What follows belongs to an exercise in optimizing a design on an open flow for small area and a short achievable clock period; a production flow would make more cautious choices.
At most, simulation tests tie the RTL to the original design; equivalence was not proved.
Function not checked in run 5: the RTL went through the layout flow alone.
No activity file was given, so power comes from the tool's default toggle rates.

`design/flow/flow/run.sh`:
```
#!/bin/bash
# Standard ORFS layout (the standard.sh), with plain buf_1 cells as the port
# buffers and cell resizing not restricted to the same footprint.
set -euo pipefail
export BUFFER_PORTS_ARGS="-buffer_cell sky130_fd_sc_hd__buf_1"
sed 's/CLKGATE_MAP_FILE= /CLKGATE_MAP_FILE= MATCH_CELL_FOOTPRINT=0 /' standard.sh > standard_mod.sh
grep -q 'MATCH_CELL_FOOTPRINT=0' standard_mod.sh
bash standard_mod.sh > standard_flow.log 2>&1
```
`design/flow/constraint.sdc`:
```
create_clock -name core_clock -period 8.0 [get_ports {clk}]
set_input_delay 1.6000 -clock core_clock [delete_from_list [all_inputs] [get_ports {clk}]]
set_output_delay 1.6000 -clock core_clock [all_outputs]
set_load 0.01 [all_outputs]
```
`design/flow/standard.sh`:
```
#!/bin/bash
# synth_recipe.tcl (not shown) runs the flow's synth.tcl, then flattens the netlist and writes it again
# the make line also repeats each setting of config.mk as NAME=value (left out here)
make -C /OpenROAD-flow-scripts/flow DESIGN_CONFIG=/design/flow/config.mk WORK_HOME=/design/flow/orfs CLKGATE_MAP_FILE= SYNTH_SCRIPT=/design/flow/synth_recipe.tcl "${@:-finish}"
```
`design/flow/config.mk`:
```
export PLATFORM = sky130hd
export DESIGN_NAME = mask_alu_top
export DESIGN_NICKNAME = mask_alu_top
export VERILOG_FILES = /design/flow/design.v
export SDC_FILE = /design/flow/constraint.sdc
export NUM_CORES = 4
export LEC_CHECK = 0
export ABC_AREA = 1
export CAP_MARGIN = 20
export CORE_AREA = 5 5 235 235
export DIE_AREA = 0 0 240 240
export SETUP_SLACK_MARGIN = 5
export SLEW_MARGIN = 20
export TNS_END_PERCENT = 0
```
`design/flow/design.v`:
```
package mask_alu_pkg;
  localparam int VLEN         = 128;
  localparam int VL_WIDTH     = 8;
  localparam int VSTART_WIDTH = 7;
  localparam int TAG_WIDTH    = 4;
  localparam logic [2:0] FUNCT3_OPMVV = 3'b010;
  localparam logic [5:0] FUNCT6_VMANDN = 6'b011000;
  localparam logic [5:0] FUNCT6_VMAND  = 6'b011001;
  localparam logic [5:0] FUNCT6_VMOR   = 6'b011010;
  localparam logic [5:0] FUNCT6_VMXOR  = 6'b011011;
  localparam logic [5:0] FUNCT6_VMORN  = 6'b011100;
  localparam logic [5:0] FUNCT6_VMNAND = 6'b011101;
  localparam logic [5:0] FUNCT6_VMNOR  = 6'b011110;
  localparam logic [5:0] FUNCT6_VMXNOR = 6'b011111;
  localparam logic [5:0] FUNCT6_VWXUNARY0 = 6'b010000;
  localparam logic [5:0] FUNCT6_VMUNARY0  = 6'b010100;
  localparam logic [4:0] VS1_VFIRST = 5'b10001;
  localparam logic [4:0] VS1_VMSBF  = 5'b00001;
  localparam logic [4:0] VS1_VMSOF  = 5'b00010;
  localparam logic [4:0] VS1_VMSIF  = 5'b00011;
  typedef logic [VLEN-1:0]         vreg_t;
  typedef logic [VL_WIDTH-1:0]     vl_t;
  typedef logic [VSTART_WIDTH-1:0] vstart_t;
  typedef logic [TAG_WIDTH-1:0]    tag_t;
  typedef enum logic [3:0] {
    OP_NONE,
    OP_ANDN,
    OP_AND,
    OP_OR,
    OP_XOR,
    OP_ORN,
    OP_NAND,
    OP_NOR,
    OP_XNOR,
    OP_MSBF,
    OP_MSIF,
    OP_MSOF,
    OP_FIRST
  } mask_op_e;
endpackage
module mask_alu_top (
  input  logic          clk,
  input  logic          reset,
  input  logic          uop_valid,
  input  logic [2:0]    funct3,
  input  logic [5:0]    funct6,
  input  logic [4:0]    vs1_op,
  input  logic          vm,
  input  logic [7:0]    vl,
  input  logic [6:0]    vstart,
  input  logic [3:0]    tag,
  input  logic [127:0]  vs1_data,
  input  logic          vs1_valid,
  input  logic [127:0]  vs2_data,
  input  logic          vs2_valid,
  input  logic [127:0]  v0_data,
  input  logic          v0_valid,
  input  logic [127:0]  vd_data,
  input  logic          vd_valid,
  output logic          result_valid,
  output logic [3:0]    result_tag,
  output logic [127:0]  result_data
);
  logic f3_ok, is_logic, is_unary, is_first, accept;
  assign f3_ok    = (funct3 == 3'b010);
  assign is_logic = f3_ok & (funct6[5:3] == 3'b011);
  assign is_unary = f3_ok & (funct6 == 6'b010100) & (vs1_op[4:2] == 3'b000) & (vs1_op[1:0] != 2'b00);
  assign is_first = f3_ok & (funct6 == 6'b010000) & (vs1_op == 5'b10001);
  assign accept   = uop_valid & (
      (is_logic & vs1_valid & vs2_valid & vd_valid & vm) |
      (is_unary & ~vs1_valid & vs2_valid & (vm | (vd_valid & v0_valid))) |
      (is_first & ~vs1_valid & vs2_valid & (vm | v0_valid)));
  logic sel_l, sel_u, sel_f;
  assign sel_l = funct6[3];
  assign sel_u = ~funct6[3] & funct6[2];
  assign sel_f = ~funct6[3] & ~funct6[2];
  logic [3:0] tt;
  always_comb begin
    case (funct6[2:0])
      3'b000:  tt = 4'b0100;  
      3'b001:  tt = 4'b1000;  
      3'b010:  tt = 4'b1110;  
      3'b011:  tt = 4'b0110;  
      3'b100:  tt = 4'b1101;  
      3'b101:  tt = 4'b0111;  
      3'b110:  tt = 4'b0001;  
      default: tt = 4'b1001;  
    endcase
  end
  logic [127:0] s;
  assign s = vs2_data & ({128{vm}} | v0_data);
  logic [127:0] lvl [0:7];
  logic [31:0]  g1, gp;
  logic [127:0] p;
  assign lvl[0] = s;
  genvar g, i;
  generate
    for (g = 0; g < 7; g++) begin : g_pref
      for (i = 0; i < 128; i++) begin : g_bit
        if ((i >> g) & 1)
          assign lvl[g+1][i] = lvl[g][i] | lvl[g][((i >> g) << g) - 1];
        else
          assign lvl[g+1][i] = lvl[g][i];
      end
    end
    for (g = 0; g < 32; g++) begin : g_grp
      assign g1[g] = lvl[2][4*g+3];
      assign gp[g] = p[4*g];
    end
  endgenerate
  assign p = {lvl[7][126:0], 1'b0};
  logic [31:0] gfirst;
  logic [6:0]  idx;
  always_comb begin
    gfirst = g1 & ~gp;
    idx = '0;
    for (int m = 0; m < 32; m++) begin
      idx[6:2] = idx[6:2] | ({5{gfirst[m]}} & 5'(m));
      idx[1]   = idx[1] | (gfirst[m] & ~s[4*m] & ~s[4*m+1]);
      idx[0]   = idx[0] | (gfirst[m] & ~s[4*m] & (s[4*m+1] | ~s[4*m+2]));
    end
  end
  logic [127:0] thr;
  logic [7:0]   st_gt, st_eq;
  logic [15:0]  st_lo;
  always_comb begin
    for (int h = 0; h < 8; h++) begin
      st_gt[h] = (vstart[6:4] > 3'(h));
      st_eq[h] = (vstart[6:4] == 3'(h));
    end
    for (int l = 0; l < 16; l++) st_lo[l] = (vstart[3:0] > 4'(l));
    for (int k = 0; k < 128; k++)
      thr[k] = st_gt[k/16] | (st_eq[k/16] & st_lo[k%16]);
  end
  logic [7:0]  vl_gt, vl_eq, blk_any, blk_part;
  logic [15:0] vl_lo;
  logic        found;
  always_comb begin
    for (int h = 0; h < 8; h++) begin
      vl_gt[h] = vl[7] | (vl[6:4] > 3'(h));
      vl_eq[h] = ~vl[7] & (vl[6:4] == 3'(h));
    end
    for (int l = 0; l < 16; l++) vl_lo[l] = (vl[3:0] > 4'(l));
    for (int h = 0; h < 8; h++) begin
      blk_any[h]  = |s[16*h +: 16];
      blk_part[h] = |(s[16*h +: 16] & vl_lo);
    end
    found = |((vl_gt & blk_any) | (vl_eq & blk_part));
  end
  logic       gu;
  logic [3:0] gt;
  assign gu = sel_u & ~vm;
  always_comb begin
    if (sel_l)      gt = tt;
    else if (sel_u) gt = {1'b0, vs1_op[1], 1'b0, vs1_op[0]};   
    else            gt = 4'b0000;
  end
  logic [127:0] merged;
  logic [127:0] fres;
  assign fres = {{121{~found}}, idx | {7{~found}}};
  always_comb begin
    for (int k = 0; k < 128; k++) begin
      logic x, y, z, rr;
      x  = (sel_l & thr[k]) | (gu & ~v0_data[k]);
      y  = sel_l & vs1_data[k];
      z  = sel_u & (vm | v0_data[k]);
      rr = (x ? vd_data[k] : gt[{vs2_data[k], y}]) & ~(p[k] & z);
      merged[k] = sel_f ? fres[k] : rr;
    end
  end
  always_ff @(posedge clk) begin
    if (reset) result_valid <= 1'b0;
    else       result_valid <= accept;
  end
  always_ff @(posedge clk) begin
    result_tag  <= tag;
    result_data <= merged;
  end
endmodule
```
==> impl_metrics.ini, run 1 <==
[outcome]
status = finished clean

[power]
power_density_nw_per_um2 = 128
vdd_ir_drop_max_v = 0.000180
p_leak_nw = 10.1

[detailed_routing]
first_iter_violations = 4131
firstDrtPassIters = 7
drc = 0
wl_per_cell_um = 30.2
totalWireLength_um = 140000
num_vias = 28859
viasPerCell = 6.21
postRouteAntennaNets = 0

[floorplan]
dieArea_um2 = 57600
die_h_um = 240
pin_count = 686
initial_core_util_pct = 32.3
die_w_um = 240
coreArea_um2 = 52400
rows = 84

[synthesis]
yosysTopAreaCell = nand2_1
synthMuxAreaShare_pct = 0.118
ys_warn_count = 2
synthAdderAreaFrac_pct = 0
synth_edf_count = 0
syn-num-nets = 3732
ys_seq_area_share_pct = 15.7
syn-instance-count = 3179
yosysTopAreaCellShare_pct = 19.3
synthSimpleGateAreaFrac_pct = 39.1
synthTopCellsByArea = nand2_1 (19%), dfxtp_1 (16%), o21ai_0 (12%)
async_flop_share_pct = 0
syn_area_um2 = 17000
synth_top_flop_cell = dfxtp_1
synth_seq_cells = 133
yosysMostFrequentCell = nand2_1
synth_cell_types = 52
synthXorXnorAreaFrac_pct = 0.0517
synth_top_family_by_area = simple AND/OR/NAND/NOR gates
syn_area_per_cell_um2 = 5.33
synth_compound_area_share_pct = 34.0
ys_top_cells_by_count = nand2_1 (873), nor2_1 (423), o21ai_0 (416), inv_1 (277), a21oi_1 (209)

[sta]
slew_viol_final = 0
fin_crit_sh_pct = 49.5
rsz0062_at_grt = true
maxSlewHeadroom_pct = 26.5
fin_ws_ns = 4.04
hold_viol = 0
fin_crit_ns = 3.96
setup_viol = 0
setup_tns_ns = 0
fmax_mhz = 252
worstMarginPinSlew_ns = 1.10

[cts]
cts_max_path_buffers = 2
cts-root-buf = clkbuf_16
cts.reportedPaths.clkPinSlew_ns = 0.08
cts_tree = built
clock_sinks = 133
cts_buffers = 17
htree_levels = 4

[grt]
antenna_found_initial = 37
grt_pass1_vias = 26312
grt_pass1_wl_um = 189000
grt_use_total_pct = 45.4
grt_max_degree = 123
grt_overflow = 0

[critical_path]
worstPathRequired_ns = 8.40
arrival_ns = 4.37
start_kind = primary input
crit_type = in2reg
worst-path-max-fanout = 122
worst_setup_path_end_kind = flip-flop

[worst_hold_path]
min_from = tag[2]
min_path_cells = 1
hp-class = in2reg
whs_endpoint = result_tag[2]

[placement]
hpwl_um = 97500
io_buffers = 685
pre_cts_ws_ns = 1.93
place_congestion = 1.11

[finish]
nets = 4462
drive_gt1_share_pct = 14.0
area_delta_synth_final_pct = 41.4

[job]
cap_viol_max_count = 0
layer usage:
layer | track usage [%] | share of wire, % | vias to the layer above
li1 | - | - | 12397
met1 | 52.0 | 34 | 13297
met2 | 70.2 | 43 | 2441
met3 | 15.8 | 14 | 710
met4 | 33.2 | 9.0 | 14
met5 | 0 | 0.062 | -
worst max path at each step:
stage / start / to / slack, ns
2_1_floorplan: vm / result_data[0] / 4.52
3_3_place_gp: vl[3] / result_data[26] / 0.81
3_5_place_dp: vl[3] / result_data[95] / 1.93
4_1_cts: vm / result_data[0] / 4.44
5_1_grt: vm / result_data[49] / 4.25
6_report: funct6[3] / result_data[4] / 4.04
per-stage QoR:
step                std cells  power [mW]  area [um2]  util, %  hold WS, ns
detailed placement       4431        1.98       20200     38.5         1.69
global route             4630        3.16       23900     45.6         1.18
floorplan                3179        1.43       17100        -         1.63
CTS                      4575        2.98       23200     44.3         1.16
global placement         4431        1.98       20200     38.5         1.69
finish                   4646        3.07       24000     45.7         1.17
layout make-up:
class                           count  area (um2)
Tap cell                          688         861
Fill cell                        5885       28500
Antenna cell                       36        90.1
Timing Repair Buffer              856        4470
Sequential cell                   133        2660
Clock inverter                     15         153
Clock buffer                       17         425
Multi-Input combinational cell   2612       14200
Inverter                          289        1160
timing repair:
item	in CTS	in global routing
setup endpoints to repair	129	129
pin swaps	78	54
hold buffers	0	0
cloned	28	1
buffers inserted	84	34
resized for setup	353	87
sequential cells by signal, indices dropped and copies added (netlist names):
signal	count
result_data	128
result_tag	4
result_valid	1
cell usage in the layout (no fill, tap or decap), drive strengths merged, types with 8 or more instances in the layout:
cell type	instances
o211ai	49
nor2	450
o221ai	29
a211oi	24
buf	842
nand3	162
clkbuf	31
o31ai	35
nand4	39
o21a	12
a31oi	16
nor3	47
inv	276
nand2	897
a221oi	39
o21ai	482
dfxtp	133
o2111ai	27
clkinv	8
diode	36
o22ai	29
a21oi	209
nor3b	10
a22oi	15
clkinvlp	18
logic make-up (layout without fill, tap and decap cells):
family                 count (synthesis)  count (layout)
AND/OR/NAND/NOR                     1606            1625
flip-flops                           133             133
multiplexers                           2               2
buffers and inverters                453            1177
XOR/XNOR                               1               1
AO/OA/AOI/OAI                        984             984
other                                  0              36
power breakdown:
group	switching (mW)	internal (mW)	leakage, nW
Sequential	0.0408	0.747	1.11
Combinational	0.978	0.425	8.72
Clock	0.419	0.459	0.272
worst max-delay path, stage by stage:
cell	delay, ns
buf_8	0.21
o21ai_4	0.19
buf_12	0.36
inv_1	0.71
nand2_1	0.17
o21ai_0	0.10
a21oi_1	0.16
nand2_1	0.06
o2111ai_1	0.25
nand2_1	0.11
==> inputs of run 2 (changes only) <==
--- a/design/flow/config.mk
+++ b/design/flow/config.mk
@@ -11,4 +11,3 @@
 export DIE_AREA = 0 0 240 240
 export SETUP_SLACK_MARGIN = 5
 export SLEW_MARGIN = 20
-export TNS_END_PERCENT = 0
==> impl_metrics.ini, run 2 <==
[finish]
largest_reg_flops = 128
drive_gt1_share_pct = 17.0
nets = 4489
mostFrequentLayoutCells = nand2_1 (732), buf_1 (679), o21ai_0 (362)
final_common_cell = nand2_1
reg_top3 = result_data x128, result_tag x4, result_valid x1
top_register = result_data
design_area_um2 = 24800
area_delta_synth_final_pct = 46.1

[synthesis]
yosysMostFrequentCell = nand2_1
synth_compound_area_share_pct = 34.0
yosysTopAreaCellShare_pct = 19.3
syn_area_per_cell_um2 = 5.33
syn-num-nets = 3732
synthXorXnorAreaFrac_pct = 0.0517
synthMuxAreaShare_pct = 0.118
async_flop_share_pct = 0
yosysTopAreaCell = nand2_1
syn-instance-count = 3179
synth_top_flop_cell = dfxtp_1
syn_area_um2 = 17000
synthSimpleGateAreaFrac_pct = 39.1
ys_seq_area_share_pct = 15.7
synthAdderAreaFrac_pct = 0
synth_cell_types = 52
synth_edf_count = 0
ys_top_cells_by_count = nand2_1 (873), nor2_1 (423), o21ai_0 (416), inv_1 (277), a21oi_1 (209)
synth_top_family_by_area = simple AND/OR/NAND/NOR gates
synth_seq_cells = 133
ys_warn_count = 2
synthTopCellsByArea = nand2_1 (19%), dfxtp_1 (16%), o21ai_0 (12%)

[floorplan]
coreArea_um2 = 52400
rows = 84
pin_count = 686
die_h_um = 240
die_w_um = 240
initial_core_util_pct = 32.3
dieArea_um2 = 57600

[grt]
grt_overflow = 0
grt_pass1_vias = 26532
antenna_found_initial = 33
grt_pass1_wl_um = 193000
grt_use_total_pct = 46.6
grt_max_degree = 68

[cts]
cts.reportedPaths.clkPinSlew_ns = 0.07
cts_buffers = 17
cts_tree = built
clock_sinks = 133
htree_levels = 4
cts_max_path_buffers = 2
cts-root-buf = clkbuf_16

[sta]
fmax_mhz = 270
fin_crit_sh_pct = 46.4
worstMarginPinSlew_ns = 1.13
fin_hold_ws_ns = 1.18
maxSlewHeadroom_pct = 23.4
setup_tns_ns = 0
fin_crit_ns = 3.71
rsz0062_at_grt = true
setup_viol = 0
slew_viol_final = 0
hold_viol = 0

[critical_path]
critPathCapture = result_data[6]
arrival_ns = 4.07
worst_setup_path_end_kind = flip-flop
worstPathRequired_ns = 8.36
worst-path-max-fanout = 15
crit_type = in2reg
cp-startpoint = vstart[3]
start_kind = primary input

[detailed_routing]
wl_per_cell_um = 30.6
firstDrtPassIters = 9
totalWireLength_um = 143000
viasPerCell = 6.13
postRouteAntennaNets = 0
first_iter_violations = 4141
num_vias = 28656
drc = 0

[job]
cap_viol_max_count = 0

[placement]
hpwl_um = 98600
dpl_cell_area_um2 = 20200
place_congestion = 1.10
io_buffers = 685

[power]
vdd_ir_drop_max_v = 0.000187
power_density_nw_per_um2 = 126
p_leak_nw = 10.4

[outcome]
status = finished clean

[worst_hold_path]
hp-class = in2reg
-- run 2: cell types whose count changed in the layout (fill, tap and decap cells not counted), sizes merged --
cell,before,now
nand2,897,896
clkbuf,31,35
bufinv,2,1
inv,276,286
buf,842,866
clkinv,8,5
clkinvlp,18,12
-- run 2: critical path, stage by stage --
cell      delay, ns
buf_1          0.07
buf_4          0.33
nor2_1         0.10
inv_1          0.30
o21ai_0        0.18
inv_2          0.44
a221oi_1       0.18
o211ai_1       0.66
o211ai_1       0.18
-- run 2: logic make-up after synthesis --
| logic type | after synthesis |
|---|---|
| AND/OR/NAND/NOR | 1606 |
| AO/OA/AOI/OAI | 984 |
| buffers and inverters | 453 |
| flip-flops | 133 |
| multiplexers | 2 |
| XOR/XNOR | 1 |
-- run 2: timing repair --
item	CTS	global route
resized for setup	461	134
cloned	36	2
endpoints found under the setup margin	129	129
pin swaps	91	63
hold buffers	0	0
setup buffers	106	29
-- run 2: per-stage QoR --
stage	utilization [%]	total power, mW	setup WS [ns]	std cells
after detailed placement	38.5	1.98	1.94	4432
after floorplan	-	1.43	4.52	3179
after global placement	38.5	1.98	1.84	4432
after CTS	45.8	3.03	4.49	4606
final	47.2	3.13	4.29	4673
after global routing	47.1	3.23	4.30	4653
-- run 2: cell type report --
type                            instances  area, um2
Clock inverter                         15        159
Clock buffer                           17        425
Antenna cell                           36       90.1
Inverter                              289       1170
Timing Repair Buffer                  884       4820
Sequential cell                       133       2660
Multi-Input combinational cell       2611      14600
Fill cell                            5808      27700
Tap cell                              688        861
-- run 2: worst min-delay path by stage --
stage | start | to | cells after the start
2_1_floorplan | tag[0] | result_tag[0] | 0
3_3_place_gp | tag[2] | result_tag[2] | 1
3_5_place_dp | tag[1] | result_tag[1] | 1
4_1_cts | tag[1] | result_tag[1] | 1
5_1_grt | tag[3] | result_tag[3] | 1
6_report | tag[1] | result_tag[1] | 1
-- run 2: metal layers --
layer	global-route usage, %	routed length (um)
met1	54.5	50200
met2	71.5	61000
met3	16.0	18600
met4	32.5	13100
met5	0	80
-- run 2: power breakdown --
group          switching (mW)  leakage [nW]  internal (mW)
clock                   0.441         0.285          0.442
combinational            1.01          8.98          0.453
sequential             0.0393          1.11          0.747
total                    1.49          10.4           1.64
==> inputs of run 3 (changes only) <==
--- a/design/flow/config.mk
+++ b/design/flow/config.mk
@@ -9,5 +9,5 @@
 export CAP_MARGIN = 20
 export CORE_AREA = 5 5 235 235
 export DIE_AREA = 0 0 240 240
-export SETUP_SLACK_MARGIN = 5
+export SETUP_SLACK_MARGIN = 4.5
 export SLEW_MARGIN = 20
==> impl_metrics.ini, run 3 <==
[cts]
holdBufCountCts = 0
cts_buffers = 17
cts-root-buf = clkbuf_16
clock_sinks = 133
cts.reportedPaths.clkPinSlew_ns = 0.08
htree_levels = 4
cts_max_path_buffers = 2
cts_tree = built

[floorplan]
pin_count = 686
die_h_um = 240
rows = 84
initial_core_util_pct = 32.3
dieArea_um2 = 57600
die_w_um = 240
coreArea_um2 = 52400

[finish]
area_delta_synth_final_pct = 52.7
mostFrequentLayoutCells = nand2_1 (759), buf_1 (675), o21ai_0 (346)
top_register = result_data
nets = 4547
seqCellArea_um2 = 2660
multi_input_area_um2 = 14900
largest_reg_flops = 128
reg_top3 = result_data x128, result_tag x4, result_valid x1
design_area_um2 = 25900
drive_gt1_share_pct = 19.0
final_common_cell = nand2_1
nFillCells = 5724
final_util_pct = 49.4

[placement]
hpwl_um = 100000
io_buffers = 685
dpl_cell_area_um2 = 20100
place_congestion = 1.10

[synthesis]
syn-instance-count = 3179
yosysTopAreaCell = nand2_1
synthTopCellsByArea = nand2_1 (19%), dfxtp_1 (16%), o21ai_0 (12%)
async_flop_share_pct = 0
synth_top_flop_cell = dfxtp_1
synth_seq_cells = 133
ys_top_cells_by_count = nand2_1 (873), nor2_1 (423), o21ai_0 (416), inv_1 (277), a21oi_1 (209)
syn_area_um2 = 17000
ys_seq_area_share_pct = 15.7
syn_area_per_cell_um2 = 5.33
ys_warn_count = 2
synth_edf_count = 0
yosysTopAreaCellShare_pct = 19.3
yosysMostFrequentCell = nand2_1
synth_cell_types = 52
syn-num-nets = 3732

[critical_path]
crit_type = in2reg
cp_cell_sequence = buf_6, buf_12, nand2_8, nor2_4, buf_6, buf_12, nand2_8, nor2_4, nor2_1, nand2_1, nor2_1, nor2_1, nor2_1, nand2_2, nor2_4, nand2_4, clkinv_8, buf_12, nand2_8, o31ai_1
cp-startpoint = vl[3]
arrival_ns = 4.08
cp_slowest_stage_delay_ns = 0.19
slowest_stage = nand2_8
path_common_cell = nor2_1
start_kind = primary input
worstPathRequired_ns = 8.43
worst-path-max-fanout = 8
worst_setup_path_end_kind = flip-flop
critPathCapture = result_data[98]

[sta]
setup_viol = 0
worstMarginPinSlew_ns = 0.950
rsz0062_at_grt = true
slew_viol_final = 0
fin_crit_ns = 3.65
fmax_mhz = 274
setup_tns_ns = 0
fin_crit_sh_pct = 45.6
maxSlewHeadroom_pct = 35.9
hold_viol = 0

[outcome]
status = finished clean

[power]
switching_power_mw = 1.50
p_sw_share_pct = 46.7
power_density_nw_per_um2 = 124
p_leak_nw = 10.9
vdd_ir_drop_max_v = 0.000190
intPower_mw = 1.71
clkPwrFrac_pct = 27.4
seqPwrFrac_pct = 24.5
combinationalPowerShare_pct = 48.1

[detailed_routing]
postRouteAntennaNets = 0
wl_per_cell_um = 31.5
viasPerCell = 6.27
first_iter_violations = 4397
drc = 0
num_vias = 29552
totalWireLength_um = 148000
firstDrtPassIters = 13

[job]
cap_viol_max_count = 0

[grt]
grt_max_degree = 123
grt_overflow = 0
antenna_found_initial = 23
grt_pass1_wl_um = 194000
grt_pass1_vias = 26795
grt_use_total_pct = 47.0

[worst_hold_path]
hp-class = in2reg
min_from = tag[3]
==> run 3: how the worst min path moves through the flow <==
stage / end / slack, ns / cells after the start
floorplan: result_tag[0] / 1.63 / 0
global placement: result_tag[0] / 1.69 / 1
detailed placement: result_tag[3] / 1.69 / 1
CTS: result_tag[3] / 1.16 / 1
global route: result_tag[3] / 1.19 / 1
finish: result_tag[3] / 1.18 / 1
==> run 3: area by class of cell <==
| class | instances | area share [%] |
|---|---|---|
| Sequential cell | 133 | 10.3 |
| Clock inverter | 12 | 0.498 |
| Timing Repair Buffer | 935 | 21.4 |
| Timing Repair inverter | 2 | 0.0967 |
| Tap cell | 688 | 3.33 |
| Multi-Input combinational cell | 2616 | 57.7 |
| Clock buffer | 20 | 1.76 |
| Antenna cell | 18 | 0.174 |
| Inverter | 289 | 4.75 |
==> run 3: cells by family after synthesis <==
| group | Yosys count | share of synthesized area, % |
|---|---|---|
| and+or+nand+nor | 1606 | 39.1 |
| AOI/OAI and AO/OA | 984 | 34.0 |
| buffers and inverters | 453 | 11.0 |
| DFF | 133 | 15.7 |
| muxes | 2 | 0.118 |
| xor gates and xnor gates | 1 | 0.0517 |
==> run 3: through the flow <==
stage	instances	hold slack (ns)	total power, mW	worst slack, ns
after detailed placement	4429	1.69	1.99	2.08
after CTS	4597	1.16	3.01	4.49
final	4713	1.18	3.21	4.35
after global routing	4704	1.19	3.29	4.35
after global placement	4428	1.69	1.99	1.52
after floorplan	3179	1.63	1.42	4.50
==> run 3: repair_timing <==
item | 4_1_cts | 5_1_grt
setup endpoints to repair | 129 | 128
buffers inserted | 99 | 86
pin swaps | 75 | 99
gates cloned | 37 | 12
resized for setup | 391 | 349
==> run 3: critical path: cells and delay by family <==
family                 cells  cell delay (ns)
and+or+nand+nor           13             1.56
buffers and inverters      6             0.75
AOI/OAI and AO/OA          1             0.14
==> run 3: power by group through the flow <==
stage | registers [mW] | logic, mW | clock network, mW
final | 0.786 | 1.54 | 0.879
after global routing | 0.790 | 1.61 | 0.898
after CTS | 0.784 | 1.35 | 0.883
after detailed placement | 0.798 | 1.19 | 0
after global placement | 0.801 | 1.19 | 0
after floorplan | 0.828 | 0.597 | 0
==> run 3: per-layer routing <==
| metal | track usage (%) | up-vias | share of wire (%) |
|---|---|---|---|
| li1 | - | 12571 | - |
| met5 | 0 | - | 0.11 |
| met2 | 71.5 | 2636 | 42 |
| met3 | 14.8 | 845 | 14 |
| met1 | 54.8 | 13482 | 34 |
| met4 | 36.3 | 18 | 10 |
==> inputs of run 4 (changes only) <==
--- a/design/flow/config.mk
+++ b/design/flow/config.mk
@@ -6,8 +6,8 @@
 export NUM_CORES = 4
 export LEC_CHECK = 0
 export ABC_AREA = 1
-export CAP_MARGIN = 20
+export CAP_MARGIN = 0
 export CORE_AREA = 5 5 235 235
 export DIE_AREA = 0 0 240 240
-export SETUP_SLACK_MARGIN = 4.5
-export SLEW_MARGIN = 20
+export SETUP_SLACK_MARGIN = 5
+export SLEW_MARGIN = 0
==> impl_metrics.ini, run 4 <==
[synthesis]
synth_top_flop_cell = dfxtp_1
synth_cell_types = 52
syn_area_um2 = 17000
syn-num-nets = 3732
yosysTopAreaCellShare_pct = 19.3
synthTopCellsByArea = nand2_1 (19%), dfxtp_1 (16%), o21ai_0 (12%)
synth_edf_count = 0
ys_seq_area_share_pct = 15.7
ys_top_cells_by_count = nand2_1 (873), nor2_1 (423), o21ai_0 (416), inv_1 (277), a21oi_1 (209)
async_flop_share_pct = 0
ys_warn_count = 2
synth_top_family_by_area = simple AND/OR/NAND/NOR gates
yosysTopAreaCell = nand2_1
synthSimpleGateAreaFrac_pct = 39.1
syn-instance-count = 3179
synth_seq_cells = 133
synthMuxAreaShare_pct = 0.118
synthXorXnorAreaFrac_pct = 0.0517
yosysMostFrequentCell = nand2_1
synth_compound_area_share_pct = 34.0
synthAdderAreaFrac_pct = 0
syn_area_per_cell_um2 = 5.33

[floorplan]
pin_count = 686
dieArea_um2 = 57600
rows = 84
coreArea_um2 = 52400
initial_core_util_pct = 32.3
die_w_um = 240
die_h_um = 240

[finish]
nets = 4478
nFillCells = 5831
mostFrequentLayoutCells = nand2_1 (766), buf_1 (678), o21ai_0 (355)
largest_reg_flops = 128
seqCellArea_um2 = 2660
drive_gt1_share_pct = 16.2
final_util_pct = 47.0
multi_input_area_um2 = 14600
top_register = result_data
area_delta_synth_final_pct = 45.3
reg_top3 = result_data x128, result_tag x4, result_valid x1
final_common_cell = nand2_1

[sta]
slew_viol_final = 0
setup_tns_ns = 0
fmax_mhz = 262
fin_crit_ns = 3.81
worstMarginPinSlew_ns = 1.03
rsz0062_at_grt = true
setup_viol = 0
maxSlewHeadroom_pct = 30.3
fin_crit_sh_pct = 47.7
hold_viol = 0

[power]
power_density_nw_per_um2 = 127
vdd_ir_drop_max_v = 0.000170
p_leak_nw = 10.4
p_total_mw = 3.14

[critical_path]
crit_type = in2reg
worstPathRequired_ns = 8.35
start_kind = primary input
arrival_ns = 4.16
worst-path-max-fanout = 15
worst_setup_path_end_kind = flip-flop

[placement]
hpwl_um = 98600
place_congestion = 1.10
io_buffers = 685

[detailed_routing]
dr_wl_met3_um = 18700
wl_met2_um = 61200
first_iter_violations = 4027
top_layer = met5
num_vias = 28874
drc = 0
firstDrtPassIters = 8
met1Wirelength_um = 50200
wl_per_cell_um = 30.8
postRouteAntennaNets = 0
totalWireLength_um = 143000
viasPerCell = 6.20

[cts]
cts_max_path_buffers = 2
cts_buffers = 17
htree_levels = 4
cts-root-buf = clkbuf_16
clock_sinks = 133
holdBufCountCts = 0
cts.reportedPaths.clkPinSlew_ns = 0.07
cts_tree = built

[grt]
grt_pass1_vias = 26330
grt_max_degree = 68
antenna_found_initial = 25
grt_pass1_wl_um = 192000
grt_use_total_pct = 46.3
grt_overflow = 0

[outcome]
status = finished clean

[job]
cap_viol_max_count = 0

[worst_hold_path]
hp-class = in2reg
==> run 4: logic make-up (layout without fill, tap and decap cells) <==
| group | after synthesis | in the layout |
|---|---|---|
| flops | 133 | 133 |
| mux | 2 | 2 |
| simple gates | 1606 | 1626 |
| other cells | 0 | 29 |
| buf+inv | 453 | 1192 |
| xor+xnor | 1 | 1 |
| compound gates | 984 | 984 |
==> run 4: final timing paths <==
path	cells past startpoint	from	to
setup / recovery	9	vstart[3]	result_data[6]
hold / removal	1	tag[2]	result_tag[2]
==> run 4: layout make-up <==
cell class	instances	area share [%]
multi-input cells	2613	59.3
repair buffers	870	19.0
clock inverters	15	0.645
inverters	289	4.75
repair inverters	1	0.0355
well taps	688	3.49
flip-flops and latches	133	10.8
diodes	29	0.295
clock buffers	17	1.73
==> run 4: critical path: stages <==
cell and delay, ns:
buf_1 0.07, buf_4 0.34, nor2_1 0.10, inv_1 0.31, o21ai_0 0.18, inv_2 0.43, a221oi_1 0.19, o211ai_1 0.71
o211ai_1 0.22
==> run 4: repair_timing <==
| action | 4_1_cts | 5_1_grt |
|---|---|---|
| gates cloned | 34 | 5 |
| gates resized for setup | 462 | 123 |
| setup buffers | 102 | 21 |
| pin swaps | 84 | 32 |
| endpoints found under the setup margin | 129 | 129 |
==> run 4: where the power goes <==
group	internal, mW	switching [mW]
Sequential	0.747	0.0389
Clock	0.441	0.440
Combinational	0.456	1.01
Total	1.64	1.49
==> run 4: per-layer routing <==
metal / up-vias / track usage [%]
met5: - / 0.168
met4: 6 / 32.4
met3: 701 / 14.2
met2: 2398 / 71.1
met1: 13310 / 55.2
li1: 12459 / -
==> run 4: metrics by stage <==
step	area (um2)	std cells	hold WS, ns	worst slack (ns)
after floorplan	17200	3179	1.63	4.52
after detailed placement	20200	4432	1.70	1.95
after global placement	20200	4432	1.69	1.84
after global routing	24600	4639	1.16	4.28
after CTS	23900	4600	1.16	4.51
final	24600	4655	1.17	4.19
==> inputs of run 5 (changes only) <==
--- a/design/flow/design.v
+++ b/design/flow/design.v
@@ -87,8 +87,9 @@
       default: tt = 4'b1001;  
     endcase
   end
-  logic [127:0] s;
-  assign s = vs2_data & ({128{vm}} | v0_data);
+  logic [127:0] act, s;
+  assign act = ({128{vm}} | v0_data) & {128{~sel_l}};
+  assign s   = vs2_data & act;
   logic [127:0] lvl [0:7];
   logic [31:0]  g1, gp;
   logic [127:0] p;
@@ -160,11 +161,10 @@
   assign fres = {{121{~found}}, idx | {7{~found}}};
   always_comb begin
     for (int k = 0; k < 128; k++) begin
-      logic x, y, z, rr;
+      logic x, y, rr;
       x  = (sel_l & thr[k]) | (gu & ~v0_data[k]);
       y  = sel_l & vs1_data[k];
-      z  = sel_u & (vm | v0_data[k]);
-      rr = (x ? vd_data[k] : gt[{vs2_data[k], y}]) & ~(p[k] & z);
+      rr = x ? vd_data[k] : (gt[{vs2_data[k], y}] & ~p[k]);
       merged[k] = sel_f ? fres[k] : rr;
     end
   end
==> design/flow/config.mk (replaced) <==
export PLATFORM = sky130hd
export DESIGN_NAME = mask_alu_top
export DESIGN_NICKNAME = mask_alu_top
export VERILOG_FILES = /design/flow/design.v
export SDC_FILE = /design/flow/constraint.sdc
export NUM_CORES = 4
export LEC_CHECK = 0
export CAP_MARGIN = 20
export CORE_AREA = 5 5 235 235
export DIE_AREA = 0 0 240 240
export SETUP_SLACK_MARGIN = 5
export SLEW_MARGIN = 20
==> impl_metrics.ini, run 5 <==
[critical_path]
cp-startpoint = vl[0]
cp_slowest_stage_delay_ns = 0.55
start_kind = primary input
worst-path-max-fanout = 6
crit_type = in2reg
worst_setup_path_end_kind = flip-flop
worstPathRequired_ns = 8.43
cp_cell_sequence = buf_1, inv_1, nor2_1, o21ai_0, o311ai_0, a2111oi_2, a31oi_1, nor3_4, buf_6, a21oi_4, buf_12, buf_12, a21oi_4
arrival_ns = 4.71
slowest_stage = a2111oi_2

[synthesis]
yosysTopAreaCell = dfxtp_1
syn-instance-count = 2436
ys_seq_area_share_pct = 17.5
synthTopCellsByArea = dfxtp_1 (17%), o21ai_0 (10%), a21oi_1 (9.0%)
yosysMostFrequentCell = nand2_1
synth_seq_cells = 133
synth_top_flop_cell = dfxtp_1
yosysTopAreaCellShare_pct = 17.5
syn_area_per_cell_um2 = 6.26
synth_cell_types = 88
synth_edf_count = 0
syn_area_um2 = 15200
async_flop_share_pct = 0
ys_top_cells_by_count = nand2_1 (324), o21ai_0 (316), nor2_1 (295), a21oi_1 (274), a221oi_1 (140)
syn-num-nets = 2989
ys_warn_count = 2

[finish]
reg_top3 = result_data x128, result_tag x4, result_valid x1
drive_gt1_share_pct = 16.7
final_common_cell = buf_1
final_util_pct = 43.3
top_register = result_data
mostFrequentLayoutCells = buf_1 (675), nand2_1 (300), nor2_1 (277)
nFillCells = 5718
largest_reg_flops = 128
area_delta_synth_final_pct = 49.1
nets = 3690

[sta]
setup_viol = 0
rsz0062_at_grt = true
slew_viol_final = 0
setup_tns_ns = 0
worstMarginPinSlew_ns = 1.22
fin_ws_ns = 3.72
fin_crit_sh_pct = 53.5
maxSlewHeadroom_pct = 18.5
fin_crit_ns = 4.28
hold_viol = 0
fmax_mhz = 233

[power]
p_leak_nw = 7.70
vdd_ir_drop_max_v = 0.000204
p_total_mw = 2.96
power_density_nw_per_um2 = 130

[grt]
grt_pass1_wl_um = 182000
antenna_found_initial = 44
grt_max_degree = 91
grt_pass1_vias = 23747
grt_use_total_pct = 43.9
grt_overflow = 0

[worst_hold_path]
hp-class = in2reg
whs_endpoint = result_tag[3]
min_from = tag[3]
min_path_cells = 1

[detailed_routing]
wl_per_cell_um = 35.3
totalWireLength_um = 137000
drc = 0
num_vias = 26100
first_iter_violations = 4106
viasPerCell = 6.73
firstDrtPassIters = 7
postRouteAntennaNets = 0

[floorplan]
die_w_um = 240
die_h_um = 240
dieArea_um2 = 57600
coreArea_um2 = 52400
rows = 84
pin_count = 686
initial_core_util_pct = 29.1

[placement]
place_congestion = 1.11
io_buffers = 685
hpwl_um = 101000
pre_cts_ws_ns = 1.77

[cts]
cts_max_path_buffers = 2
holdBufCountCts = 0
clock_sinks = 133
cts_tree = built
htree_levels = 4
cts_buffers = 17
cts.reportedPaths.clkPinSlew_ns = 0.07
cts-root-buf = clkbuf_16

[job]
cap_viol_max_count = 0

[outcome]
status = finished clean
==> run 5: logic make-up (layout without fill, tap and decap cells) <==
| family | Yosys count | after routing | share of synthesized area, % |
|---|---|---|---|
| AO/OA/AOI/OAI | 1108 | 1109 | 46.2 |
| XOR/XNOR | 2 | 2 | 0.115 |
| buffers and inverters | 211 | 923 | 5.71 |
| flip-flops | 133 | 133 | 17.5 |
| multiplexers | 1 | 1 | 0.0739 |
| other | 0 | 40 | 0 |
| AND/OR/NAND/NOR | 981 | 982 | 30.4 |
==> run 5: power by group <==
part	leakage, nW	internal, mW	total [mW]	switching (mW)
Clock	0.292	0.465	0.890	0.425
Sequential	1.10	0.708	0.731	0.0233
Combinational	6.31	0.435	1.34	0.901
Total	7.70	1.61	2.96	1.35
==> run 5: critical path: cells and delay by family <==
family | cells | cell delay (ns)
buf+inv | 5 | 1.04
simple gates | 2 | 0.58
compound gates | 6 | 1.44
==> run 5: worst max-delay path by stage <==
stage	end	slack [ns]	depth (start not counted)
global route	result_data[31]	3.70	15
CTS	result_data[26]	3.95	15
floorplan	result_data[101]	3.89	11
detailed placement	result_data[31]	1.77	13
global placement	result_data[29]	1.75	12
finish	result_data[26]	3.72	13
==> run 5: through the flow <==
step	hold WS [ns]	area, um2	std cells
floorplan	1.63	15900	2436
global placement	1.69	18900	3682
detailed placement	1.70	18900	3682
CTS	1.16	21700	3803
global route	1.16	22700	3867
finish	1.16	22700	3878
==> run 5: timing repair <==
item / in CTS / in global routing
resized for setup: 271 / 121
setup buffers: 67 / 26
setup endpoints to repair: 128 / 129
gates cloned: 22 / 9
pin swaps: 43 / 51
==> run 5: cell type report <==
class	instances	area, um2	share of cell area (%)
Antenna cell	40	100	0.441
Tap cell	688	861	3.79
Clock buffer	17	425	1.87
Inverter	20	82.6	0.364
Clock inverter	15	168	0.738
Sequential cell	133	2660	11.7
Multi-Input combinational cell	2094	13500	59.2
Timing Repair Buffer	871	4970	21.9
==> run 5: per-layer routing <==
metal,up-vias,global-route usage [%],part of all wire (%)
met3,706,15.3,14
met4,14,31.7,9.3
met1,12199,52.6,35
met5,-,0,0.064
li1,10860,-,-
met2,2321,65.0,42
==> inputs of run 6 (changes only) <==
--- a/design/flow/design.v
+++ b/design/flow/design.v
@@ -87,9 +87,8 @@
       default: tt = 4'b1001;  
     endcase
   end
-  logic [127:0] act, s;
-  assign act = ({128{vm}} | v0_data) & {128{~sel_l}};
-  assign s   = vs2_data & act;
+  logic [127:0] s;
+  assign s = vs2_data & ({128{vm}} | v0_data);
   logic [127:0] lvl [0:7];
   logic [31:0]  g1, gp;
   logic [127:0] p;
@@ -110,16 +109,21 @@
     end
   endgenerate
   assign p = {lvl[7][126:0], 1'b0};
-  logic [31:0] gfirst;
-  logic [6:0]  idx;
+  logic [6:0] idx;
   always_comb begin
-    gfirst = g1 & ~gp;
-    idx = '0;
-    for (int m = 0; m < 32; m++) begin
-      idx[6:2] = idx[6:2] | ({5{gfirst[m]}} & 5'(m));
-      idx[1]   = idx[1] | (gfirst[m] & ~s[4*m] & ~s[4*m+1]);
-      idx[0]   = idx[0] | (gfirst[m] & ~s[4*m] & (s[4*m+1] | ~s[4*m+2]));
+    logic       an [0:7][0:127];
+    logic [6:0] ix [0:7][0:127];
+    for (int k = 0; k < 128; k++) begin
+      an[0][k] = s[k];
+      ix[0][k] = '0;
     end
+    for (int l = 1; l <= 7; l++) begin
+      for (int n = 0; n < (128 >> l); n++) begin
+        an[l][n] = an[l-1][2*n] | an[l-1][2*n+1];
+        ix[l][n] = an[l-1][2*n] ? ix[l-1][2*n] : (ix[l-1][2*n+1] | 7'(1 << (l-1)));
+      end
+    end
+    idx = ix[7][0];
   end
   logic [127:0] thr;
   logic [7:0]   st_gt, st_eq;
@@ -161,10 +165,11 @@
   assign fres = {{121{~found}}, idx | {7{~found}}};
   always_comb begin
     for (int k = 0; k < 128; k++) begin
-      logic x, y, rr;
+      logic x, y, z, rr;
       x  = (sel_l & thr[k]) | (gu & ~v0_data[k]);
       y  = sel_l & vs1_data[k];
-      rr = x ? vd_data[k] : (gt[{vs2_data[k], y}] & ~p[k]);
+      z  = sel_u & (vm | v0_data[k]);
+      rr = (x ? vd_data[k] : gt[{vs2_data[k], y}]) & ~(p[k] & z);
       merged[k] = sel_f ? fres[k] : rr;
     end
   end
--- a/design/flow/config.mk
+++ b/design/flow/config.mk
@@ -5,6 +5,7 @@
 export SDC_FILE = /design/flow/constraint.sdc
 export NUM_CORES = 4
 export LEC_CHECK = 0
+export ABC_AREA = 1
 export CAP_MARGIN = 20
 export CORE_AREA = 5 5 235 235
 export DIE_AREA = 0 0 240 240
==> impl_metrics.ini, run 6 <==
[sta]
fmax_mhz = 290
slew_viol_final = 0
worstMarginPinSlew_ns = 0.805
fin_hold_ws_ns = 1.18
fin_crit_sh_pct = 43.1
setup_tns_ns = 0
setup_viol = 0
fin_crit_ns = 3.45
hold_viol = 0
rsz0062_at_grt = true
maxSlewHeadroom_pct = 46.3

[synthesis]
syn-instance-count = 3131
synth_cell_types = 49
synth_top_flop_cell = dfxtp_1
syn_area_per_cell_um2 = 5.33
syn_area_um2 = 16700
ys_top_cells_by_count = nand2_1 (986), nor2_1 (393), o21ai_0 (336), a21oi_1 (247), inv_1 (246)
synth_edf_count = 0
syn-num-nets = 3684
ys_warn_count = 4
yosysTopAreaCell = nand2_1
synthTopCellsByArea = nand2_1 (22%), dfxtp_1 (16%), o21ai_0 (10%)
synth_seq_cells = 133
ys_seq_area_share_pct = 15.9
async_flop_share_pct = 0
yosysTopAreaCellShare_pct = 22.2
yosysMostFrequentCell = nand2_1

[finish]
nets = 4408
mostFrequentLayoutCells = nand2_1 (863), buf_1 (675), nor2_1 (313)
nFillCells = 5743
drive_gt1_share_pct = 15.6
area_delta_synth_final_pct = 45.7
top_register = result_data
design_area_um2 = 24300
seqCellArea_um2 = 2660
reg_top3 = result_data x128, result_tag x4, result_valid x1
multi_input_area_um2 = 14000
largest_reg_flops = 128
final_common_cell = nand2_1

[power]
power_density_nw_per_um2 = 133
clkPwrFrac_pct = 30.9
p_leak_nw = 10.1
seqPwrFrac_pct = 24.4
vdd_ir_drop_max_v = 0.000194
intPower_mw = 1.82
combinationalPowerShare_pct = 44.7
switching_power_mw = 1.41
p_sw_share_pct = 43.6

[grt]
antenna_found_initial = 42
grt_max_degree = 66
grt_pass1_vias = 25534
grt_pass1_wl_um = 181000
grt_use_total_pct = 43.2
grt_overflow = 0

[detailed_routing]
viasPerCell = 6.02
postRouteAntennaNets = 0
wl_per_cell_um = 28.8
num_vias = 27625
firstDrtPassIters = 6
drc = 0
totalWireLength_um = 132000
first_iter_violations = 3532

[critical_path]
arrival_ns = 3.85
worst-path-max-fanout = 6
cp-startpoint = vl[3]
crit_type = in2reg
worstPathRequired_ns = 8.41
start_kind = primary input
worst_setup_path_end_kind = flip-flop

[worst_hold_path]
hp-class = in2reg
min_from = tag[1]

[floorplan]
rows = 84
initial_core_util_pct = 31.8
dieArea_um2 = 57600
pin_count = 686
die_w_um = 240
coreArea_um2 = 52400
die_h_um = 240

[job]
cap_viol_max_count = 0

[cts]
cts-root-buf = clkbuf_16
cts_tree = built
clock_sinks = 133
cts_max_path_buffers = 2
htree_levels = 4
holdBufCountCts = 0
cts.reportedPaths.clkPinSlew_ns = 0.07
cts_buffers = 17

[placement]
dpl_cell_area_um2 = 20100
hpwl_um = 91000
place_congestion = 0.985
io_buffers = 685

[outcome]
status = finished clean
==> run 6: what timing repair did <==
item                       in CTS  in global routing
cloned                         40                  4
resized for setup             427                 95
setup endpoints to repair     129                129
setup buffers                  87                 10
pin swaps                      98                 28
==> run 6: area by class of cell <==
cell class	count	area share, %
Multi-Input combinational cell	2589	57.6
Timing Repair Buffer	849	20.0
Sequential cell	133	10.9
Inverter	264	4.70
Tap cell	688	3.54
Clock buffer	20	1.92
Clock inverter	12	0.921
Antenna cell	35	0.360
Timing Repair inverter	1	0.0463
==> run 6: power by group through the flow <==
stage | Clock, mW | Sequential (mW) | Combinational, mW
6_report | 0.998 | 0.787 | 1.44
3_3_place_gp | 0 | 0.804 | 1.19
3_5_place_dp | 0 | 0.799 | 1.19
5_1_grt | 1.02 | 0.791 | 1.53
2_1_floorplan | 0 | 0.829 | 0.622
4_1_cts | 0.994 | 0.786 | 1.37
==> run 6: worst paths after layout <==
| check | to | slack, ns | cells after the start |
|---|---|---|---|
| max | result_data[24] | 4.55 | 19 |
| min | result_tag[1] | 1.18 | 1 |
==> run 6: cells by family (layout without fill, tap and decap cells) <==
kind of cell / count (synthesis) / after routing / share of synthesized area [%]
and+or+nand+nor: 1557 / 1566 / 37.3
other: 0 / 35 / 0
AOI/OAI and AO/OA: 1022 / 1022 / 36.5
muxes: 1 / 1 / 0.0599
DFF: 133 / 133 / 15.9
buffers and inverters: 418 / 1146 / 10.3
==> run 6: layer usage <==
| metal | global-route usage, % | vias to the layer above | wire length, um |
|---|---|---|---|
| met4 | 26.3 | 24 | 9780 |
| met2 | 67.1 | 2075 | 57500 |
| met3 | 14.4 | 573 | 16500 |
| met5 | 0 | - | 163 |
| li1 | - | 12247 | - |
| met1 | 51.6 | 12706 | 48300 |
==> run 6: critical path: stages <==
cell and delay (ns):
buf_8 0.10, buf_12 0.14, clkinvlp_4 0.15, buf_6 0.16, o21ai_4 0.07, buf_12 0.15, nand2_4 0.05, nand2_2 0.04
nor2_2 0.11, nand2_1 0.07, nor2_2 0.13, nor2_1 0.06, nor2_1 0.09, nand2_1 0.11, nor2_4 0.23, nand3_4 0.13
buf_12 0.18, buf_12 0.16, o31ai_4 0.07
==> run 6: stage by stage <==
step | worst slack, ns | total power [mW] | std cells | utilization [%]
finish | 4.55 | 3.23 | 4591 | 46.4
global route | 4.51 | 3.34 | 4578 | 46.3
CTS | 4.70 | 3.15 | 4542 | 45.4
detailed placement | 2.32 | 1.99 | 4383 | 38.3
global placement | 2.41 | 1.99 | 4382 | 38.2
floorplan | 4.63 | 1.45 | 3131 | -
==> inputs of run 7 (changes only) <==
--- a/design/flow/config.mk
+++ b/design/flow/config.mk
@@ -9,5 +9,5 @@
 export CAP_MARGIN = 20
 export CORE_AREA = 5 5 235 235
 export DIE_AREA = 0 0 240 240
-export SETUP_SLACK_MARGIN = 5
+export SETUP_SLACK_MARGIN = 4.5
 export SLEW_MARGIN = 20
==> impl_metrics.ini, run 7 <==
[outcome]
status = finished clean

[worst_hold_path]
whs_endpoint = result_tag[1]
min_path_cells = 1
min_from = tag[1]
hp-class = in2reg

[critical_path]
worst-path-max-fanout = 10
worst_setup_path_end_kind = flip-flop
arrival_ns = 3.98
crit_type = in2reg
worstPathRequired_ns = 8.45
start_kind = primary input

[synthesis]
syn-instance-count = 3131
synthTopCellsByArea = nand2_1 (22%), dfxtp_1 (16%), o21ai_0 (10%)
synth_cell_types = 49
ys_top_cells_by_count = nand2_1 (986), nor2_1 (393), o21ai_0 (336), a21oi_1 (247), inv_1 (246)
ys_seq_area_share_pct = 15.9
synth_seq_cells = 133
synth_edf_count = 0
yosysTopAreaCellShare_pct = 22.2
yosysTopAreaCell = nand2_1
syn-num-nets = 3684
ys_warn_count = 4
async_flop_share_pct = 0
yosysMostFrequentCell = nand2_1
syn_area_um2 = 16700
syn_area_per_cell_um2 = 5.33
synth_top_flop_cell = dfxtp_1

[power]
vdd_ir_drop_max_v = 0.000190
clkPwrFrac_pct = 30.8
combinationalPowerShare_pct = 44.0
seqPwrFrac_pct = 25.2
power_density_nw_per_um2 = 132
intPower_mw = 1.72
p_sw_share_pct = 44.6
switching_power_mw = 1.38
p_leak_nw = 9.95

[cts]
cts_max_path_buffers = 2
holdBufCountCts = 0
clock_sinks = 133
htree_levels = 4
cts_buffers = 17
cts.reportedPaths.clkPinSlew_ns = 0.07
cts_tree = built
cts-root-buf = clkbuf_16

[placement]
place_congestion = 0.984
hpwl_um = 88500
pre_cts_ws_ns = 2.69
dp_cells = 4395
io_buffers = 685

[finish]
seqCellArea_um2 = 2660
final_util_pct = 44.8
nets = 4407
nFillCells = 5854
largest_reg_flops = 128
top_register = result_data
mostFrequentLayoutCells = nand2_1 (923), buf_1 (676), nor2_1 (339)
multi_input_area_um2 = 13300
drive_gt1_share_pct = 12.2
final_common_cell = nand2_1
reg_top3 = result_data x128, result_tag x4, result_valid x1
stdcell_count = 4581
area_delta_synth_final_pct = 40.6

[floorplan]
dieArea_um2 = 57600
initial_core_util_pct = 31.8
coreArea_um2 = 52400
die_h_um = 240
rows = 84
die_w_um = 240
pin_count = 686

[detailed_routing]
totalWireLength_um = 126000
viasPerCell = 5.96
met1Wirelength_um = 46100
num_vias = 27305
dr_wl_met3_um = 15900
top_layer = met5
wl_met2_um = 55400
firstDrtPassIters = 8
drc = 0
first_iter_violations = 3473
wl_per_cell_um = 27.5
postRouteAntennaNets = 0

[sta]
fin_crit_sh_pct = 44.1
fmax_mhz = 284
maxSlewHeadroom_pct = 43.1
fin_hold_ws_ns = 1.18
setup_tns_ns = 0
rsz0062_at_grt = true
setup_viol = 0
fin_ws_ns = 4.48
slew_viol_final = 0
fin_crit_ns = 3.52
worstMarginPinSlew_ns = 0.852
hold_viol = 0

[grt]
grt_overflow = 0
grt_max_degree = 69
antenna_found_initial = 25
grt_pass1_wl_um = 166000
grt_pass1_vias = 24608
grt_use_total_pct = 39.1

[job]
cap_viol_max_count = 0
[run 7: area by class of cell]
type / count / share of cell area, %
tap: 688 / 3.67
sequential: 133 / 11.3
timing repair inverter: 1 / 0.0213
multi-input combinational: 2580 / 56.8
clock buffer: 17 / 1.81
clock inverter: 15 / 0.933
timing repair buffer: 857 / 20.3
inverter: 264 / 4.78
antenna: 26 / 0.277
[run 7: what timing repair did]
| item | in CTS | in global routing |
|---|---|---|
| cloned | 10 | 23 |
| endpoints found under the setup margin | 129 | 128 |
| pin swaps | 16 | 50 |
| buffers inserted | 41 | 54 |
| hold endpoints to repair | 0 | 0 |
| gates resized for setup | 235 | 179 |
[run 7: critical path, stage by stage]
cell,delay [ns]
buf_2,0.23
nor2_4,0.15
buf_4,0.20
inv_1,0.07
buf_4,0.23
nand2_4,0.19
clkinvlp_4,0.10
buf_4,0.21
o21ai_0,0.30
o21ai_0,0.19
o31ai_1,0.32
nand2_1,0.08
nand2_1,0.07
[run 7: kinds of logic (layout without fill, tap and decap cells)]
family | count (synthesis) | in the layout | synth area share (%)
and+or+nand+nor | 1557 | 1557 | 37.3
AOI/OAI and AO/OA | 1022 | 1022 | 36.5
buffers and inverters | 418 | 1154 | 10.3
DFF | 133 | 133 | 15.9
muxes | 1 | 1 | 0.0599
other | 0 | 26 | 0
[run 7: through the flow]
step	power [mW]	instance area [um2]
floorplan	1.43	16700
global placement	1.95	19800
detailed placement	1.95	19800
CTS	2.98	21900
global route	3.21	23400
finish	3.10	23500
[run 7: how the worst max path moves through the flow]
| stage | from | end | slack [ns] |
|---|---|---|---|
| after CTS | vstart[3] | result_data[85] | 4.47 |
| final | vstart[3] | result_data[102] | 4.48 |
| after detailed placement | vstart[6] | result_data[122] | 2.69 |
| after global placement | vl[3] | result_data[81] | 2.56 |
| after floorplan | vm | result_data[5] | 4.52 |
| after global routing | funct6[3] | result_data[29] | 4.45 |
[run 7: routing by layer]
| metal | GRT usage (%) | vias to the layer above |
|---|---|---|
| met3 | 10.6 | 469 |
| met4 | 19.7 | 14 |
| li1 | - | 12190 |
| met2 | 62.9 | 2169 |
| met1 | 48.1 | 12463 |
| met5 | 0 | - |
[run 7: power by group through the flow]
stage                     logic, mW  registers, mW  clock network, mW
after CTS                      1.24          0.780              0.958
final                          1.36          0.781              0.953
after global routing           1.45          0.786              0.972
after detailed placement       1.16          0.794                  0
after floorplan               0.602          0.829                  0
after global placement         1.16          0.797                  0

re-timing with driven ports:
In the flow no input, the clock included, has a driving cell. The finished layouts below were timed again as built, in two steps. Step 1, drivers: a clkbuf_16 drives clk and a buf_2 each remaining input, both assumed. Step 2 also shifts input and output timing later by t, the mid clock arrival at the registers, as if the neighbouring blocks saw the same clock. a / b / c = ideal / step 1 / step 2; a / b = the first two.
run | shift t [ns] | slack for setup (ns) | hold WS [ns] | latest minus earliest clock arrival (ns) | pins driven straight from the clock port
run 1 | 0.576 | 4.036 / 4.003 / 3.427 | 1.174 / 1.142 / 1.718 | 0.020 / 0.020 | 1
run 2 | 0.569 | 4.292 / 4.098 / 3.529 | 1.179 / 1.147 / 1.716 | 0.014 / 0.014 | 1
run 3 | 0.581 | 4.351 / 4.089 / 3.508 | 1.183 / 1.147 / 1.728 | 0.021 / 0.021 | 1
run 4 | 0.577 | 4.187 / 4.145 / 3.568 | 1.173 / 1.142 / 1.719 | 0.020 / 0.019 | 1
run 5 | 0.596 | 3.717 / 3.530 / 2.934 | 1.164 / 1.125 / 1.721 | 0.021 / 0.022 | 1
run 6 | 0.568 | 4.555 / 4.290 / 3.722 | 1.183 / 1.145 / 1.713 | 0.016 / 0.016 | 1
run 7 | 0.571 | 4.476 / 4.383 / 3.812 | 1.175 / 1.138 / 1.709 | 0.021 / 0.022 | 1
After both steps setup and hold are still met in every run listed. The setup slack of run 3, which loses most, moves by -0.262 ns with the drivers and by -0.843 ns with both steps.
